This is an optimization exercise on Yosys and OpenROAD, whose aim is small area and a short achievable clock period, not a production implementation.
In this exercise RTL edits were held to simulation tests only and were not proved equivalent to the original.

==> v25 <==
==> flow/design.v (excerpt) <==
module bus_responder #(
  parameter int AW    = bus_pkg::AW_DEF,
  parameter int DW    = bus_pkg::DW_DEF,
  parameter int DEPTH = 200,
  parameter int WAIT  = 2
) (
  input  logic          clk,
  input  logic          rst,
  input  logic          mreq,
  output logic          mgrnt,
  input  logic          mas,
  input  logic          mrw,
  input  logic [AW-1:0] maddr,
  input  logic [DW-1:0] mwdata,
  output logic [DW-1:0] mrdata,
  output logic          mrdy,
  output logic          merr
);
==> module bus_ram, before the edit <==
module bus_ram #(
  parameter int AW    = 8,
  parameter int DW    = 8,
  parameter int DEPTH = 200
) (
  input  logic          clk,
  input  logic          rst,
  input  logic          we,
  input  logic          re,
  input  logic [AW-1:0] addr,
  input  logic [DW-1:0] wdata,
  output logic [DW-1:0] rdata
);
  logic [DW-1:0] mem_r [DEPTH];
  logic [DW-1:0] rdata_r;
  always_ff @(posedge clk) begin
    if (we) begin
      mem_r[addr] <= wdata;
    end
  end
  always_ff @(posedge clk) begin
    if (rst) begin
      rdata_r <= {DW{1'b0}};
    end else if (re) begin
      rdata_r <= mem_r[addr];
    end
  end
  assign rdata = rdata_r;
endmodule
==> module bus_responder, before the edit <==
module bus_responder #(
  parameter int AW    = bus_pkg::AW_DEF,
  parameter int DW    = bus_pkg::DW_DEF,
  parameter int DEPTH = 200,
  parameter int WAIT  = 2
) (
  input  logic          clk,
  input  logic          rst,
  input  logic          mreq,
  output logic          mgrnt,
  input  logic          mas,
  input  logic          mrw,
  input  logic [AW-1:0] maddr,
  input  logic [DW-1:0] mwdata,
  output logic [DW-1:0] mrdata,
  output logic          mrdy,
  output logic          merr
);
  localparam logic [AW:0] DEPTH_LIM = (AW+1)'(DEPTH);
  localparam logic [3:0]  WAIT_LD   = 4'(WAIT);
  bus_pkg::bus_state_e    state_r;
  bus_pkg::bus_state_e    state_s;
  logic [3:0]    cnt_r;
  logic          rw_r;
  logic [AW-1:0] addr_r;
  logic [DW-1:0] wdata_r;
  logic          oor_r;
  logic          mgrnt_r;
  logic          mrdy_r;
  logic          merr_r;
  logic [DW-1:0] mrdata_r;
  logic          acc_rw_s;
  logic [AW-1:0] acc_addr_s;
  logic [DW-1:0] acc_wdata_s;
  logic          inrange_s;
  logic          commit_s;
  logic          ram_we_s;
  logic          ram_re_s;
  logic [DW-1:0] ram_rdata_s;
  always_comb begin
    state_s = state_r;
    case (state_r)
      bus_pkg::ST_IDLE: begin
        if (mreq) state_s = bus_pkg::ST_GRANT;
        else      state_s = bus_pkg::ST_IDLE;
      end
      bus_pkg::ST_GRANT: begin
        if (mas) begin
          if (WAIT_LD == 4'd0) state_s = bus_pkg::ST_ACK;
          else                 state_s = bus_pkg::ST_WAIT;
        end else if (!mreq) begin
          state_s = bus_pkg::ST_IDLE;
        end else begin
          state_s = bus_pkg::ST_GRANT;
        end
      end
      bus_pkg::ST_WAIT: begin
        if (cnt_r <= 4'd1) state_s = bus_pkg::ST_ACK;
        else               state_s = bus_pkg::ST_WAIT;
      end
      bus_pkg::ST_ACK: begin
        if (mreq) state_s = bus_pkg::ST_GRANT;
        else      state_s = bus_pkg::ST_IDLE;
      end
      default: state_s = bus_pkg::ST_IDLE;
    endcase
  end
  always_comb begin
    if (state_r == bus_pkg::ST_GRANT) begin
      acc_rw_s    = mrw;
      acc_addr_s  = maddr;
      acc_wdata_s = mwdata;
    end else begin
      acc_rw_s    = rw_r;
      acc_addr_s  = addr_r;
      acc_wdata_s = wdata_r;
    end
    inrange_s = ({1'b0, acc_addr_s} < DEPTH_LIM);
    commit_s  = (state_s == bus_pkg::ST_ACK) && (state_r != bus_pkg::ST_ACK) && !rst;
    ram_we_s  = commit_s && inrange_s && (acc_rw_s == bus_pkg::BUS_WR);
    ram_re_s  = commit_s && inrange_s && (acc_rw_s == bus_pkg::BUS_RD);
  end
  bus_ram #(
    .AW    (AW),
    .DW    (DW),
    .DEPTH (DEPTH)
  ) u_ram (
    .clk   (clk),
    .rst   (rst),
    .we    (ram_we_s),
    .re    (ram_re_s),
    .addr  (acc_addr_s),
    .wdata (acc_wdata_s),
    .rdata (ram_rdata_s)
  );
  always_ff @(posedge clk) begin
    if (rst) begin
      state_r <= bus_pkg::ST_IDLE;
      cnt_r   <= 4'd0;
      rw_r    <= bus_pkg::BUS_WR;
      addr_r  <= {AW{1'b0}};
      wdata_r <= {DW{1'b0}};
      oor_r   <= 1'b0;
    end else begin
      state_r <= state_s;
      if (state_r == bus_pkg::ST_GRANT && mas) begin
        cnt_r   <= WAIT_LD;
        rw_r    <= mrw;
        addr_r  <= maddr;
        wdata_r <= mwdata;
      end else if (state_r == bus_pkg::ST_WAIT && cnt_r != 4'd0) begin
        cnt_r <= cnt_r - 4'd1;
      end
      if (commit_s) begin
        oor_r <= !inrange_s;
      end
    end
  end
  always_ff @(posedge clk) begin
    if (rst) begin
      mgrnt_r  <= 1'b0;
      mrdy_r   <= 1'b0;
      merr_r   <= 1'b0;
      mrdata_r <= {DW{1'b0}};
    end else begin
      mgrnt_r <= (state_r != bus_pkg::ST_IDLE);
      mrdy_r  <= (state_r == bus_pkg::ST_ACK);
      merr_r  <= (state_r == bus_pkg::ST_ACK) && oor_r;
      if (state_r == bus_pkg::ST_ACK && rw_r == bus_pkg::BUS_RD) begin
        mrdata_r <= oor_r ? {DW{1'b0}} : ram_rdata_s;
      end
    end
  end
  assign mgrnt  = mgrnt_r;
  assign mrdy   = mrdy_r;
  assign merr   = merr_r;
  assign mrdata = mrdata_r;
endmodule
clock: 4.0 ns
lec_check: 0
cap_margin: 20
core_margin: 2
core_utilization: 40
slew_margin: 20
run.sh (not shown) runs the stock make flow with config.mk's settings and CLKGATE_MAP_FILE= SYNTH_SCRIPT=/design/flow/synth_recipe.tcl, a recipe that flattens the netlist after the stock synthesis.
==> v10 (differences from v25) <==
==> flow/design.v (replaced) <==
package bus_pkg;
  localparam int AW_DEF = 8;
  localparam int DW_DEF = 8;
  localparam logic BUS_RD = 1'b1;
  localparam logic BUS_WR = 1'b0;
  typedef enum logic [1:0] {
    ST_IDLE  = 2'd0,
    ST_GRANT = 2'd1,
    ST_WAIT  = 2'd2,
    ST_ACK   = 2'd3
  } bus_state_e;
endpackage
module bus_ram #(
  parameter int DW    = 8,
  parameter int NRING = 50,
  parameter int RW    = 6
) (
  input  logic                     clk,
  input  logic                     ins,
  input  logic [RW-1:0]            ins_ring,
  input  logic [DW-1:0]            ins_data,
  input  logic [RW-1:0]            rd_ring,
  input  logic                     rd_pos2,
  output logic [DW-1:0]            rd_data
);
  logic [DW-1:0] pos0 [NRING];
  logic [DW-1:0] pos2 [NRING];
  for (genvar r = 0; r < NRING; r++) begin : g_ring
    logic [4*DW-1:0] ring_q;
    logic            ins_here;
    assign ins_here = ins && (ins_ring == r);
    always_ff @(posedge clk) begin
      ring_q <= {ring_q[3*DW-1:0], ins_here ? ins_data : ring_q[4*DW-1:3*DW]};
    end
    assign pos0[r] = ring_q[DW-1:0];
    assign pos2[r] = ring_q[3*DW-1:2*DW];
  end
  always_comb begin
    rd_data = {DW{1'b0}};
    for (int r = 0; r < NRING; r++) begin
      if (rd_ring == r) begin
        rd_data = rd_data | (rd_pos2 ? pos2[r] : pos0[r]);
      end
    end
  end
endmodule
module bus_responder #(
  parameter int AW    = bus_pkg::AW_DEF,
  parameter int DW    = bus_pkg::DW_DEF,
  parameter int DEPTH = 200,
  parameter int WAIT  = 2
) (
  input  logic          clk,
  input  logic          rst,
  input  logic          mreq,
  output logic          mgrnt,
  input  logic          mas,
  input  logic          mrw,
  input  logic [AW-1:0] maddr,
  input  logic [DW-1:0] mwdata,
  output logic [DW-1:0] mrdata,
  output logic          mrdy,
  output logic          merr
);
  localparam int NRING = DEPTH / 4;
  localparam int RW    = AW - 2;
  logic s_grant, s_w1, s_w2, s_ack;
  logic s_idle;
  logic          rw_r;
  logic [AW-1:0] addr_r;
  logic [DW-1:0] wdata_r;
  logic [1:0]    phase_r;
  logic          wb_valid_r;
  logic [AW-1:0] wb_addr_r;
  logic [DW-1:0] wb_data_r;
  logic [DW-1:0] rd_hold_r;
  logic          mgrnt_r;
  logic          mrdy_r;
  logic          merr_r;
  logic [DW-1:0] mrdata_r;
  logic          strobe_s;
  logic          oor_s;
  logic          wcommit_s;
  logic          drain_s;
  logic [1:0]    rpos_s;
  logic          cap_s;
  logic          fwd_s;
  logic [DW-1:0] ram_rdata_s;
  assign s_idle   = !(s_grant || s_w1 || s_w2 || s_ack);
  assign strobe_s = s_grant && mas;
  assign oor_s    = ({1'b0, addr_r} >= (AW+1)'(DEPTH));
  always_ff @(posedge clk) begin
    if (rst) begin
      s_grant <= 1'b0;
      s_w1    <= 1'b0;
      s_w2    <= 1'b0;
      s_ack   <= 1'b0;
    end else begin
      s_grant <= ((s_idle || s_ack) && mreq) || (s_grant && !mas && mreq);
      s_w1    <= strobe_s;
      s_w2    <= s_w1;
      s_ack   <= s_w2;
    end
  end
  always_ff @(posedge clk) begin
    if (strobe_s) begin
      rw_r    <= mrw;
      addr_r  <= maddr;
      wdata_r <= mwdata;
    end
  end
  always_ff @(posedge clk) begin
    phase_r <= phase_r + 2'd1;
  end
  assign wcommit_s = s_w2 && !rst && (rw_r == bus_pkg::BUS_WR) && !oor_s;
  assign drain_s   = wb_valid_r && ((wb_addr_r[1:0] + phase_r) == 2'd3);
  always_ff @(posedge clk) begin
    wb_valid_r <= wcommit_s || (wb_valid_r && !drain_s);
    if (wcommit_s) begin
      wb_addr_r <= addr_r;
      wb_data_r <= wdata_r;
    end
  end
  assign rpos_s = addr_r[1:0] + phase_r;
  assign cap_s  = (s_w1 || s_w2) && !rpos_s[0];
  assign fwd_s  = wb_valid_r && (wb_addr_r == addr_r);
  bus_ram #(
    .DW    (DW),
    .NRING (NRING),
    .RW    (RW)
  ) u_ram (
    .clk      (clk),
    .ins      (drain_s),
    .ins_ring (wb_addr_r[AW-1:2]),
    .ins_data (wb_data_r),
    .rd_ring  (addr_r[AW-1:2]),
    .rd_pos2  (rpos_s[1]),
    .rd_data  (ram_rdata_s)
  );
  always_ff @(posedge clk) begin
    if (cap_s) begin
      rd_hold_r <= fwd_s ? wb_data_r : ram_rdata_s;
    end
  end
  always_ff @(posedge clk) begin
    if (rst) begin
      mgrnt_r  <= 1'b0;
      mrdy_r   <= 1'b0;
      merr_r   <= 1'b0;
      mrdata_r <= {DW{1'b0}};
    end else begin
      mgrnt_r <= !s_idle;
      mrdy_r  <= s_ack;
      merr_r  <= s_ack && oor_s;
      if (s_ack && rw_r == bus_pkg::BUS_RD) begin
        mrdata_r <= oor_s ? {DW{1'b0}} : rd_hold_r;
      end
    end
  end
  assign mgrnt  = mgrnt_r;
  assign mrdy   = mrdy_r;
  assign merr   = merr_r;
  assign mrdata = mrdata_r;
endmodule
==> metrics.cfg <==
[outcome]
status = complete, but fails checks
violations = negative setup slack

[clocking]
cts_resized = 2
insertion_delay_ns = 0.77

[grt]
antenna_found_initial = 5

[sta]
fin_ws_ns = -0.0841
fin_tns_setup_ns = -0.103
setup_viol = 2

[routing]
wl_met2_um = 56300
wl_met1_um = 61300

[layout]
multiInputGateArea_um2 = 11500
regArea_um2 = 33600

[pwr]
switchingPower_uw = 6640
powerClk_uw = 15500

[floorplan]
num_rows = 123
dieArea_um2 = 117000

[synthesis]
synth_cells = 3187

[end of results for v10]
==> metrics.cfg <==
[routing]
wl_met2_um = 80100
wl_met1_um = 71300

[sta]
fin_ws_ns = 0.200
setup_viol = 0

[layout]
multiInputGateArea_um2 = 14500
multi_input_area_share_pct = 19.0
regArea_um2 = 48900

[synthesis]
synth_cells = 3493
synth_warnings = 2

[floorplan]
dieArea_um2 = 164000

[worst_setup_path]
cp_top_family = buffers and inverters
cp-start-kind = flop

[pwr]
powerClk_uw = 15700

[grt]
antenna_found_initial = 7

[clocking]
cts_resized = 0

[outcome]
status = timing/DRC/antenna clean

[end of results for v25]

[separate check: timing with driven ports]
In the flow no input, the clock included, has a driving cell. The finished layouts below were timed again as built, in two steps.
Step 1 sets driving cells, clkbuf_16 on the clock port and buf_2 on the other inputs (assumed; they add their load-dependent delay and slew).
Step 2, shift: input delay + t, output delay - t, t = (earliest + latest rising clock arrival at the registers) / 2. This alone moves slack from input paths to output paths.
Three values: no drivers, after step 1, after step 2; two values: the first two.
| run | t (ns) | setup slack, ns | worst setup path at the end | worst register clock-pin slew, ns | cell pins on the clock port's net |
|---|---|---|---|---|---|
| v25 | 0.861 | 0.200 / 0.200 / -0.203 | input to register | 0.06 / 0.06 | 1 |
| v10 | 0.827 | -0.084 / -0.084 / -0.084 | register to register | 0.07 / 0.07 | 1 |
Met with ideal ports but missed after step 2: setup timing in v25. The setup slack of v25, which loses most, moves by 0.000 ns with the drivers and by -0.403 ns with both steps.
